Context: an optimization exercise on an open-source flow, tuned for a short achievable clock period and few clock cycles. The choices shown serve that exercise and are no tape-out recipe. Only simulation tests tie the RTL to the original design; equivalence was not proved. Power is estimated from default activity; no workload was simulated.

<file path="design.v">
`default_nettype none
package cache_pkg;
    localparam int addr_bits   = 32;
    localparam int word_bits   = 32;
    localparam int byte_lanes  = 4;
    localparam int index_bits  = 4;
    localparam int offset_bits = 2;
    localparam int tag_bits    = addr_bits - index_bits - offset_bits;
    localparam int num_lines   = 1 << index_bits;
    typedef enum logic [6:0] {
        op_load  = 7'h03,
        op_store = 7'h23
    } opcode_e;
    typedef enum logic [2:0] {
        acc_byte   = 3'd0,
        acc_half   = 3'd1,
        acc_word   = 3'd2,
        acc_byte_u = 3'd4,
        acc_half_u = 3'd5
    } access_e;
    typedef enum logic [2:0] {
        st_idle,
        st_lookup,
        st_writeback,
        st_refill,
        st_respond
    } cache_state_e;
    typedef struct packed {
        logic                    is_store;
        logic [2:0]              kind;      
        logic [tag_bits-1:0]     tag;
        logic [index_bits-1:0]   index;
        logic [offset_bits-1:0]  offset;
        logic [word_bits-1:0]    wdata;
        logic [byte_lanes-1:0]   be;
    } cache_access_t;
    typedef struct packed {
        logic                    start;
        logic                    we;
        logic [addr_bits-1:0]    addr;
        logic [word_bits-1:0]    wdata;
    } mem_req_t;
    typedef struct packed {
        logic                    en;
        logic [index_bits-1:0]   index;
        logic [byte_lanes-1:0]   be;
        logic [word_bits-1:0]    data;
        logic                    set_valid;
        logic                    set_dirty;
        logic [tag_bits-1:0]     tag;
    } line_wr_t;
endpackage
`default_nettype wire
`timescale 1ns/1ps
`default_nettype none
module cache_top (
    input  logic        clk,
    input  logic        rst_b,
    input  logic        req_valid,
    input  logic [6:0]  req_opcode,
    input  logic [2:0]  req_funct3,
    input  logic [31:0] req_addr,
    input  logic [31:0] req_wdata,
    output logic        ready,
    output logic        resp_valid,
    output logic [31:0] resp_rdata,
    output logic        mem_start,
    output logic        mem_we,
    output logic [31:0] mem_addr,
    output logic [31:0] mem_wdata,
    input  logic        mem_done,
    input  logic [31:0] mem_rdata
);
    localparam int RQN = 8;
    localparam int MQN = 4;
    logic        a_v, s_v;
    logic        a_st, s_st;
    logic [2:0]  a_f3, s_f3;
    logic [31:0] a_addr, s_addr;
    logic [31:0] a_wd, s_wd;
    logic in_mem;
    logic go;
    logic a_free;
    assign in_mem = (req_opcode == 7'h03) || (req_opcode == 7'h23);
    assign ready  = !s_v;
    assign a_free = !a_v || go;
    always_ff @(posedge clk or negedge rst_b) begin
        if (!rst_b) begin
            a_v <= 1'b0;
            s_v <= 1'b0;
        end else begin
            if (a_free) begin
                a_v <= s_v || (req_valid && in_mem);
                s_v <= 1'b0;
            end else if (!s_v) begin
                s_v <= req_valid && in_mem;
            end
        end
    end
    always_ff @(posedge clk) begin
        if (a_free) begin
            if (s_v) begin
                a_st   <= s_st;
                a_f3   <= s_f3;
                a_addr <= s_addr;
                a_wd   <= s_wd;
            end else begin
                a_st   <= req_opcode[5];
                a_f3   <= req_funct3;
                a_addr <= req_addr;
                a_wd   <= req_wdata;
            end
        end else if (!s_v) begin
            s_st   <= req_opcode[5];
            s_f3   <= req_funct3;
            s_addr <= req_addr;
            s_wd   <= req_wdata;
        end
    end
    logic        valid_q [16];
    logic        dirty_q [16];
    logic        pend_q  [16];
    logic [25:0] tag_q   [16];
    logic [31:0] data_q  [16];
    logic [3:0]  idx;
    logic [25:0] tag;
    logic [1:0]  off;
    logic        l_valid, l_dirty, l_pend;
    logic [25:0] l_tag;
    logic [31:0] l_data;
    logic        hit;
    logic        st_ok;
    logic [3:0]  be;
    logic [31:0] lane;
    logic [63:0] dbl;
    assign idx     = a_addr[5:2];
    assign tag     = a_addr[31:6];
    assign off     = a_addr[1:0];
    assign l_valid = valid_q[idx];
    assign l_dirty = dirty_q[idx];
    assign l_pend  = pend_q[idx];
    assign l_tag   = tag_q[idx];
    assign l_data  = data_q[idx];
    assign hit     = l_valid && (l_tag == tag);
    assign st_ok   = a_st && (a_f3 == 3'd0 || a_f3 == 3'd1 || a_f3 == 3'd2);
    assign dbl = {a_wd, a_wd} << {off, 3'b000};
    always_comb begin
        lane = dbl[63:32];
        be   = 4'b0000;
        if (a_st) begin
            case (a_f3)
                3'd0: be = 4'b0001 << off;
                3'd1: begin
                    case (off)
                        2'd0:    be = 4'b0011;
                        2'd1:    be = 4'b0110;
                        2'd2:    be = 4'b1100;
                        default: be = 4'b1001;
                    endcase
                end
                3'd2: begin
                    be   = 4'b1111;
                    lane = a_wd;
                end
                default: be = 4'b0000;
            endcase
        end
    end
    logic [3:0]  rq_cnt;
    logic [2:0]  rq_hd, rq_tl;
    logic        rq_rdy  [RQN];
    logic [31:0] rq_data [RQN];
    logic [2:0]  rq_fmt  [RQN];
    logic [1:0]  rq_off  [RQN];
    logic        rq_full;
    logic        rq_pop;
    assign rq_full = (rq_cnt == 4'(RQN));
    assign rq_pop  = (rq_cnt != 4'd0) && rq_rdy[rq_hd];
    logic [2:0]  mq_cnt;
    logic [1:0]  mq_hd, mq_tl;
    logic        mq_wb    [MQN];
    logic [25:0] mq_wtag  [MQN];
    logic [31:0] mq_wdat  [MQN];
    logic [25:0] mq_rtag  [MQN];
    logic [3:0]  mq_idx   [MQN];
    logic [3:0]  mq_be    [MQN];
    logic [31:0] mq_sd    [MQN];
    logic [2:0]  mq_slot  [MQN];
    logic        mq_full;
    logic        mq_empty;
    assign mq_full  = (mq_cnt == 3'(MQN));
    assign mq_empty = (mq_cnt == 3'd0);
    logic stall;
    logic miss_go;
    assign stall   = l_pend || rq_full || (!hit && mq_full);
    assign go      = a_v && !stall;
    assign miss_go = go && !hit;
    logic        ms_q, mwe_q;
    logic [29:0] maddr_q;
    logic [31:0] mwd_q;
    logic [25:0] c_rtag;
    logic [3:0]  c_idx;
    logic [3:0]  c_be;
    logic [31:0] c_sd;
    logic [2:0]  c_slot;
    logic        fill;
    logic        take;
    logic        take_q;       
    logic        take_f;       
    assign mem_start = ms_q;
    assign mem_we    = mwe_q;
    assign mem_addr  = {maddr_q, 2'b00};
    assign mem_wdata = mwd_q;
    assign fill   = ms_q && mem_done && !mwe_q;
    assign take   = !ms_q || fill;
    assign take_q = take && !mq_empty;
    assign take_f = take && mq_empty && miss_go;
    always_ff @(posedge clk or negedge rst_b) begin
        if (!rst_b) begin
            ms_q <= 1'b0;
        end else if (ms_q && mem_done && mwe_q) begin
            ms_q <= 1'b1;
        end else if (take) begin
            ms_q <= take_q || take_f;
        end
    end
    always_ff @(posedge clk) begin
        if (ms_q && mem_done && mwe_q) begin
            mwe_q   <= 1'b0;
            maddr_q <= {c_rtag, c_idx};
        end else if (take_q) begin
            mwe_q   <= mq_wb[mq_hd];
            maddr_q <= mq_wb[mq_hd] ? {mq_wtag[mq_hd], mq_idx[mq_hd]}
                                    : {mq_rtag[mq_hd], mq_idx[mq_hd]};
            mwd_q   <= mq_wdat[mq_hd];
            c_rtag  <= mq_rtag[mq_hd];
            c_idx   <= mq_idx[mq_hd];
            c_be    <= mq_be[mq_hd];
            c_sd    <= mq_sd[mq_hd];
            c_slot  <= mq_slot[mq_hd];
        end else if (take_f) begin
            mwe_q   <= l_valid && l_dirty;
            maddr_q <= (l_valid && l_dirty) ? {l_tag, idx} : {tag, idx};
            mwd_q   <= l_data;
            c_rtag  <= tag;
            c_idx   <= idx;
            c_be    <= be;
            c_sd    <= lane;
            c_slot  <= rq_tl;
        end
    end
    logic mq_push;
    assign mq_push = miss_go && !take_f;
    always_ff @(posedge clk or negedge rst_b) begin
        if (!rst_b) begin
            mq_cnt <= '0;
            mq_hd  <= '0;
            mq_tl  <= '0;
        end else begin
            if (mq_push) mq_tl <= mq_tl + 2'd1;
            if (take_q)  mq_hd <= mq_hd + 2'd1;
            mq_cnt <= mq_cnt + {2'b00, mq_push} - {2'b00, take_q};
        end
    end
    always_ff @(posedge clk) begin
        if (mq_push) begin
            mq_wb[mq_tl]   <= l_valid && l_dirty;
            mq_wtag[mq_tl] <= l_tag;
            mq_wdat[mq_tl] <= l_data;
            mq_rtag[mq_tl] <= tag;
            mq_idx[mq_tl]  <= idx;
            mq_be[mq_tl]   <= be;
            mq_sd[mq_tl]   <= lane;
            mq_slot[mq_tl] <= rq_tl;
        end
    end
    always_ff @(posedge clk or negedge rst_b) begin
        if (!rst_b) begin
            for (int i = 0; i < 16; i++) begin
                valid_q[i] <= 1'b0;
                dirty_q[i] <= 1'b0;
                pend_q[i]  <= 1'b0;
            end
        end else begin
            for (int i = 0; i < 16; i++) begin
                if (go && idx == 4'(i)) begin
                    valid_q[i] <= 1'b1;
                    dirty_q[i] <= (hit && l_dirty) || st_ok;
                    pend_q[i]  <= !hit;
                end else if (fill && c_idx == 4'(i)) begin
                    pend_q[i]  <= 1'b0;
                end
            end
        end
    end
    always_ff @(posedge clk) begin
        for (int i = 0; i < 16; i++) begin
            if (go && idx == 4'(i)) begin
                tag_q[i] <= tag;
                for (int b = 0; b < 4; b++) begin
                    if (hit && be[b]) data_q[i][8*b +: 8] <= lane[8*b +: 8];
                end
            end else if (fill && c_idx == 4'(i)) begin
                for (int b = 0; b < 4; b++) begin
                    data_q[i][8*b +: 8] <= c_be[b] ? c_sd[8*b +: 8] : mem_rdata[8*b +: 8];
                end
            end
        end
    end
    always_ff @(posedge clk or negedge rst_b) begin
        if (!rst_b) begin
            rq_cnt <= '0;
            rq_hd  <= '0;
            rq_tl  <= '0;
        end else begin
            if (go)     rq_tl <= rq_tl + 3'd1;
            if (rq_pop) rq_hd <= rq_hd + 3'd1;
            rq_cnt <= rq_cnt + {3'b000, go} - {3'b000, rq_pop};
        end
    end
    always_ff @(posedge clk) begin
        for (int j = 0; j < RQN; j++) begin
            if (go && rq_tl == 3'(j)) begin
                rq_rdy[j]  <= hit;
                rq_data[j] <= l_data;
                rq_fmt[j]  <= a_st ? 3'd3 : a_f3;
                rq_off[j]  <= off;
            end else if (fill && c_slot == 3'(j)) begin
                rq_rdy[j]  <= 1'b1;
                rq_data[j] <= mem_rdata;
            end
        end
    end
    logic        rv_q;
    logic [31:0] rd_q;
    logic [31:0] h_data;
    logic [2:0]  h_fmt;
    logic [63:0] h_dbl;
    logic [7:0]  h_b;
    logic [15:0] h_h;
    logic [31:0] h_res;
    assign h_data = rq_data[rq_hd];
    assign h_fmt  = rq_fmt[rq_hd];
    assign h_dbl  = {h_data, h_data} >> {rq_off[rq_hd], 3'b000};
    assign h_b    = h_dbl[7:0];
    assign h_h    = h_dbl[15:0];
    always_comb begin
        case (h_fmt)
            3'd0:    h_res = {{24{h_b[7]}}, h_b};
            3'd1:    h_res = {{16{h_h[15]}}, h_h};
            3'd2:    h_res = h_data;
            3'd4:    h_res = {24'b0, h_b};
            3'd5:    h_res = {16'b0, h_h};
            default: h_res = 32'b0;
        endcase
    end
    always_ff @(posedge clk or negedge rst_b) begin
        if (!rst_b) begin
            rv_q <= 1'b0;
        end else begin
            rv_q <= rq_pop;
        end
    end
    always_ff @(posedge clk) begin
        if (rq_pop) rd_q <= h_res;
    end
    assign resp_valid = rv_q;
    assign resp_rdata = rd_q;
endmodule
`default_nettype wire
</file>
<file path="run.sh">
#!/bin/bash
# synth_recipe.tcl (not shown) runs the flow's synth.tcl, then flattens the netlist and writes it again
# the make line also repeats each setting of config.mk as NAME=value (left out here)
make -C /OpenROAD-flow-scripts/flow DESIGN_CONFIG=/design/flow/config.mk WORK_HOME=/design/flow/orfs CLKGATE_MAP_FILE= SYNTH_SCRIPT=/design/flow/synth_recipe.tcl finish
</file>
<file path="config.mk">
export PLATFORM = sky130hd
export DESIGN_NAME = cache_top
export DESIGN_NICKNAME = cache_top
export VERILOG_FILES = /design/flow/design.v
export SDC_FILE = /design/flow/constraint.sdc
export NUM_CORES = 4
export LEC_CHECK = 0
export CAP_MARGIN = 20
export CORE_MARGIN = 2
export CORE_UTILIZATION = 40
export SLEW_MARGIN = 20
</file>
<file path="constraint.sdc">
create_clock -name core_clock -period 10.0 [get_ports {clk}]
set_input_delay 2.0000 -clock core_clock [delete_from_list [all_inputs] [get_ports {clk}]]
set_output_delay 2.0000 -clock core_clock [all_outputs]
set_load 0.01 [all_outputs]
</file>
==> summary.txt <==
==> power by group through the flow <==
| stage | sequential, mW | clock [mW] | combinational [mW] |
|---|---|---|---|
| after floorplan | 11.7 | 0 | 4.27 |
| after global placement | 11.8 | 0 | 7.21 |
| after detailed placement | 11.8 | 0 | 7.33 |
| after CTS | 11.6 | 8.61 | 7.35 |
| after global routing | 11.7 | 8.96 | 7.90 |
| final | 11.6 | 8.51 | 7.45 |
==> sequential cells by signal, summed over array words and instances (netlist names), 104 cells and up <==
| register | cells |
|---|---|
| mq_rtag | 104 |
| data_q | 512 |
| rq_data | 256 |
| mq_sd | 128 |
| tag_q | 416 |
| mq_wtag | 104 |
| mq_wdat | 128 |
==> cell usage after synthesis (31+ instances only) <==
master	count	share of area, %
sky130_fd_sc_hd__buf_1	58	0.23
sky130_fd_sc_hd__clkbuf_1	319	1.3
sky130_fd_sc_hd__dfrtp_1	69	1.9
sky130_fd_sc_hd__nand2_1	366	1.5
sky130_fd_sc_hd__nand3_1	137	0.73
sky130_fd_sc_hd__nand3b_1	51	0.41
sky130_fd_sc_hd__edfxtp_1	2043	66
sky130_fd_sc_hd__o22ai_1	31	0.21
sky130_fd_sc_hd__inv_1	88	0.35
sky130_fd_sc_hd__nor3_1	39	0.21
sky130_fd_sc_hd__a22o_1	64	0.60
sky130_fd_sc_hd__mux4_2	141	3.4
sky130_fd_sc_hd__mux2i_1	597	6.4
sky130_fd_sc_hd__mux2_2	456	5.5
sky130_fd_sc_hd__a222oi_1	58	0.62
sky130_fd_sc_hd__o41ai_1	60	0.56
sky130_fd_sc_hd__nor2_1	211	0.85
sky130_fd_sc_hd__o21ai_0	198	1.1
sky130_fd_sc_hd__nand4_1	36	0.24
sky130_fd_sc_hd__a21oi_1	134	0.72
sky130_fd_sc_hd__a22oi_1	191	1.5
sky130_fd_sc_hd__a41oi_1	36	0.34
sky130_fd_sc_hd__a221oi_1	76	0.71
sky130_fd_sc_hd__buf_4	53	0.43
sky130_fd_sc_hd__buf_2	54	0.29
==> stage by stage <==
stage          total power, mW  instance area (um2)  setup slack, ns
3_5_place_dp              19.1               100000             2.75
5_1_grt                   28.5               108000             2.32
6_report                  27.6               108000             2.58
4_1_cts                   27.6               108000             2.67
3_3_place_gp              19.0               100000             2.71
2_1_floorplan             15.9                93300            0.211
==> cells by family after synthesis <==
kind of cell	after synthesis
XOR/XNOR	14
flip-flops	2113
multiplexers	1207
AO/OA/AOI/OAI	1041
buffers and inverters	583
AND/OR/NAND/NOR	1049
adder cells (fa/ha/maj)	31
other	1
==> routing by layer <==
layer  up-vias  routed length, um
met5         -                347
met4        12               9210
met3       553              38200
met2      3851             130000
met1     30399             127000
li1      24437                  -
==> worst min path at each step <==
stage	from	endpoint	slack [ns]	cells past startpoint
final	valid_q[11]	valid_q[11]	0.46	1
after global routing	valid_q[14]	valid_q[14]	0.48	1
after CTS	valid_q[11]	valid_q[11]	0.46	1
after detailed placement	valid_q[11]	valid_q[11]	0.45	1
after global placement	valid_q[5]	valid_q[5]	0.45	1
after floorplan	valid_q[5]	valid_q[5]	0.43	1
==> critical path, stage by stage (launching register included) <==
cell and delay [ns]:
sky130_fd_sc_hd__edfxtp_1 0.68, sky130_fd_sc_hd__buf_4 0.49, sky130_fd_sc_hd__nor2b_2 0.29, sky130_fd_sc_hd__a32o_1 0.32
sky130_fd_sc_hd__nor4_1 0.92, sky130_fd_sc_hd__a31oi_1 0.46, sky130_fd_sc_hd__xor2_1 0.25, sky130_fd_sc_hd__a2111oi_0 0.34
sky130_fd_sc_hd__and4b_1 0.94, sky130_fd_sc_hd__nand2_4 0.64, sky130_fd_sc_hd__buf_4 0.55, sky130_fd_sc_hd__o41ai_2 1.04
==> placed cells by master (no fill, tap or decap), types with 22 or more instances in the layout <==
cell type,count
sky130_fd_sc_hd__o31ai_1,22
sky130_fd_sc_hd__inv_1,87
sky130_fd_sc_hd__mux4_2,141
sky130_fd_sc_hd__mux2_2,456
sky130_fd_sc_hd__o21ai_0,181
sky130_fd_sc_hd__nor2b_1,26
sky130_fd_sc_hd__clkinv_1,47
sky130_fd_sc_hd__nor2_1,204
sky130_fd_sc_hd__o22ai_1,25
sky130_fd_sc_hd__nand3_1,136
sky130_fd_sc_hd__nor3_1,37
sky130_fd_sc_hd__nand3b_1,51
sky130_fd_sc_hd__a32oi_1,29
sky130_fd_sc_hd__a41oi_1,34
sky130_fd_sc_hd__a22oi_1,191
sky130_fd_sc_hd__a22o_1,64
sky130_fd_sc_hd__buf_4,218
sky130_fd_sc_hd__or2_2,23
sky130_fd_sc_hd__nand2_1,362
sky130_fd_sc_hd__a222oi_1,58
sky130_fd_sc_hd__bufinv_16,29
sky130_fd_sc_hd__nand4_1,36
sky130_fd_sc_hd__edfxtp_1,2043
sky130_fd_sc_hd__a221oi_1,68
sky130_fd_sc_hd__clkbuf_1,47
sky130_fd_sc_hd__clkinv_2,36
sky130_fd_sc_hd__ha_1,29
sky130_fd_sc_hd__clkdlybuf4s50_1,206
sky130_fd_sc_hd__o41ai_2,50
sky130_fd_sc_hd__mux2i_1,575
sky130_fd_sc_hd__a21oi_1,122
sky130_fd_sc_hd__clkbuf_16,220
sky130_fd_sc_hd__dfrtp_1,65
==> area by class of cell <==
| type | count | share of cell area (%) |
|---|---|---|
| inverters | 91 | 0.317 |
| multi-input cells | 3344 | 27.0 |
| repair buffers | 444 | 3.79 |
| clock buffers | 271 | 5.31 |
| diodes | 9 | 0.0208 |
| flip-flops and latches | 2113 | 58.4 |
| clock inverters | 144 | 1.62 |
| well taps | 3043 | 3.52 |
==> summary.txt <==
Finish
The number of standard cells in the layout, taps in and fillers out is 9459. The layout filler cell count is 19918. The total number of nets in the final design is 6355. The sequential cell area is 63100 um2. The post-route netlist has 21.6% of its cells at a drive strength greater than 1. Cells fill 46.5% of the core in the end. The area of the multi-input gates is 29200 um2. Compared with the post-synthesis result, the final layout area differs by 15.8%.

Clock tree
The clock-pin slew reported for the worst setup and hold paths after clock tree synthesis is 0.06 ns. CTS built an H-tree with a depth of 4. Buffers inserted to repair hold after CTS numbered 0. The clock passes through at most 3 buffers. The number of gates resized after CTS was 0. Counting the buffers created by CTS gives 220. The clock net in this run drives a total of 2113 sinks. Once the clock tree was built, the setup fixing pass inserted 0 buffers. At the later pin of the worst-skew pair, clock insertion delay measures 0.91 ns.

The root buffer cell chosen for the clock tree is sky130_fd_sc_hd__clkbuf_16. The CTS tree is yes.

Yosys
The number of enable flip-flop cells after synthesis is 2043. The fraction of the mapped netlist area in compound gates is 8.10%. The synthesized cell area is 93300 um2. Counting distinct cell types in the post-synthesis netlist gives 90. The async set or reset register ratio after synthesis is 3.27%. Summing the areas of all xor and xnor instances in the mapped netlist gives 0.131% of the synthesized area. The number of warnings reported in the yosys synthesis log is 10. In this run the mean area of a mapped cell was 15.5 um2. The main combinational cell family by area after synthesis is multiplexers.

In the synthesized netlist, mux cells make up 15.5% of the area. Among all flip-flop cells after synthesis, the most frequent one is sky130_fd_sc_hd__edfxtp_1. Synthesis produced a netlist whose cell count is 6039. Counting flops and latches in the post-synthesis netlist gives 2113. Summing the areas of all and, or, nand and nor instances in the mapped netlist gives 5.57% of the synthesized area.

The sequential fraction of the synthesis area is 67.6%. After Yosys synthesis, full adders, half adders and majority gates account for 0.432% of the synthesized area.

GRT
Global routing used 25.1% of the available tracks across all layers. Global routing consumed, on the met3 layer, 6.94% of the routing resources. The overflow left after global routing is 0. In the global route stage, met2 resource usage came out at 36.0%.

Entering global routing, the biggest net connects 92 pins. The first global-routing pass estimated 430 mm of wire. For this run, global-route usage on met1 was measured as 37.1%. The number of antenna violations at the first check in global routing came to 19.

The via count of the first global-routing pass is 56777. met1 is the most crowded layer.

Power
The cell leakage power is 34.6 nW. Across the VDD grid, the largest voltage drop is 0.000231 V. The power share of the clock group is 30.9%. Sequential cells account for 42.1% of the total power. The switching power total is 8.94 mW. In this run the power density over the cells is 255 nW/um2. The internal portion of the total power is 18.6 mW. In this run, the combinational gates consume 27.0% of the power.

The net switching fraction of the power is 32.4%.

Route
The post-detailed-route DRC marker count is 0. The detailed router finished its first iteration with 9320 violations. The detailed-router iteration count before antenna repair is 8. The final antenna-violating net count is 0. In the final routed layout, each cell accounts on average for 32.2 um. Dividing the detail-routed via count by the number of cells gives 6.26.

Wires add up to 305 mm. The detailed-route via count is 59252.

Worst setup path
The nature of the critical path startpoint is a register. Data on the critical path is required at its endpoint by 10.48 ns. The depth of the worst register-to-register path is 11. The end of the worst register-to-register path is data_q[5][8]. The critical-path maximum fanout is 36.

The data arrival time of the critical path is 7.90 ns. The start point of the critical path is a_addr[2]. The kind of critical path is reg -> reg. Setup slack on the worst reg-to-reg path comes out at 2.58 ns.

The launch point of the worst reg-to-reg path is a_addr[2]. The element type at the critical path end is a register. In this run the worst setup path terminates at data_q[5][8].

STA
The number of slew-limit violations in the final report was 0. The count of endpoints failing setup in the final report is 0. Hold is met by 0.461 ns. The worst pin sits at a relative slew slack of 15.2%.

Dividing the final minimum period by the clock period gives 74.2%. The total negative slack for setup checks is 0 ns. The final critical path time including I/O delays and setup is 7.42 ns. Setup repair after global routing left no endpoint under its margin.

Timing would allow up to 135 MHz. The worst setup skew after layout is 0.0728 ns. The worst-margin pin slew is 1.26 ns. The number of failing hold endpoints at the final stage is 0.

Die
The total die area is 237000 um2. From left edge to right edge, the die measures 487 um. The number of rows in the core area is 177. For this configuration, the core starts out at a cell density of 40.2%.

The height of the die is 487 um. The area of the core region is 232000 um2. The top-level port count is 210.

Place
The number of buffers inserted by port buffering is 207. The cell total after placement is 9033. The last weighted congestion value of the routability-driven placer is 0.936. The half-perimeter wire length after detailed placement is 192 mm.

Run status
The run finished with no timing, DRC or antenna violations.

Flow run
The max capacitance violation total is 0.

Worst hold path
The class of the worst hold path is reg -> reg.
Testbench counts, summed over its fixed seeds: cycles 88,479.

-- what the ideal ports hide --
The flow's constraints put no driver on any port. The routed layout listed below was extracted and timed again, unchanged, in two steps. Step 1 assumes that a clkbuf_16 drives the clock port and a buf_2 every other input. Step 2, shift: input delay + t, output delay - t, t = (earliest + latest rising clock arrival at the registers) / 2. This alone moves slack from input paths to output paths. Slacks: ideal / step 1 / step 2; pairs: ideal / step 1.
shift t [ns]: 0.962
setup slack, ns: 2.579 / 2.579 / 2.579
hold slack, ns: 0.461 / 0.461 / 0.461
After both steps setup and hold are still met in this run. The setup slack of this run moves by 0.000 ns with the drivers and by 0.000 ns with both steps.
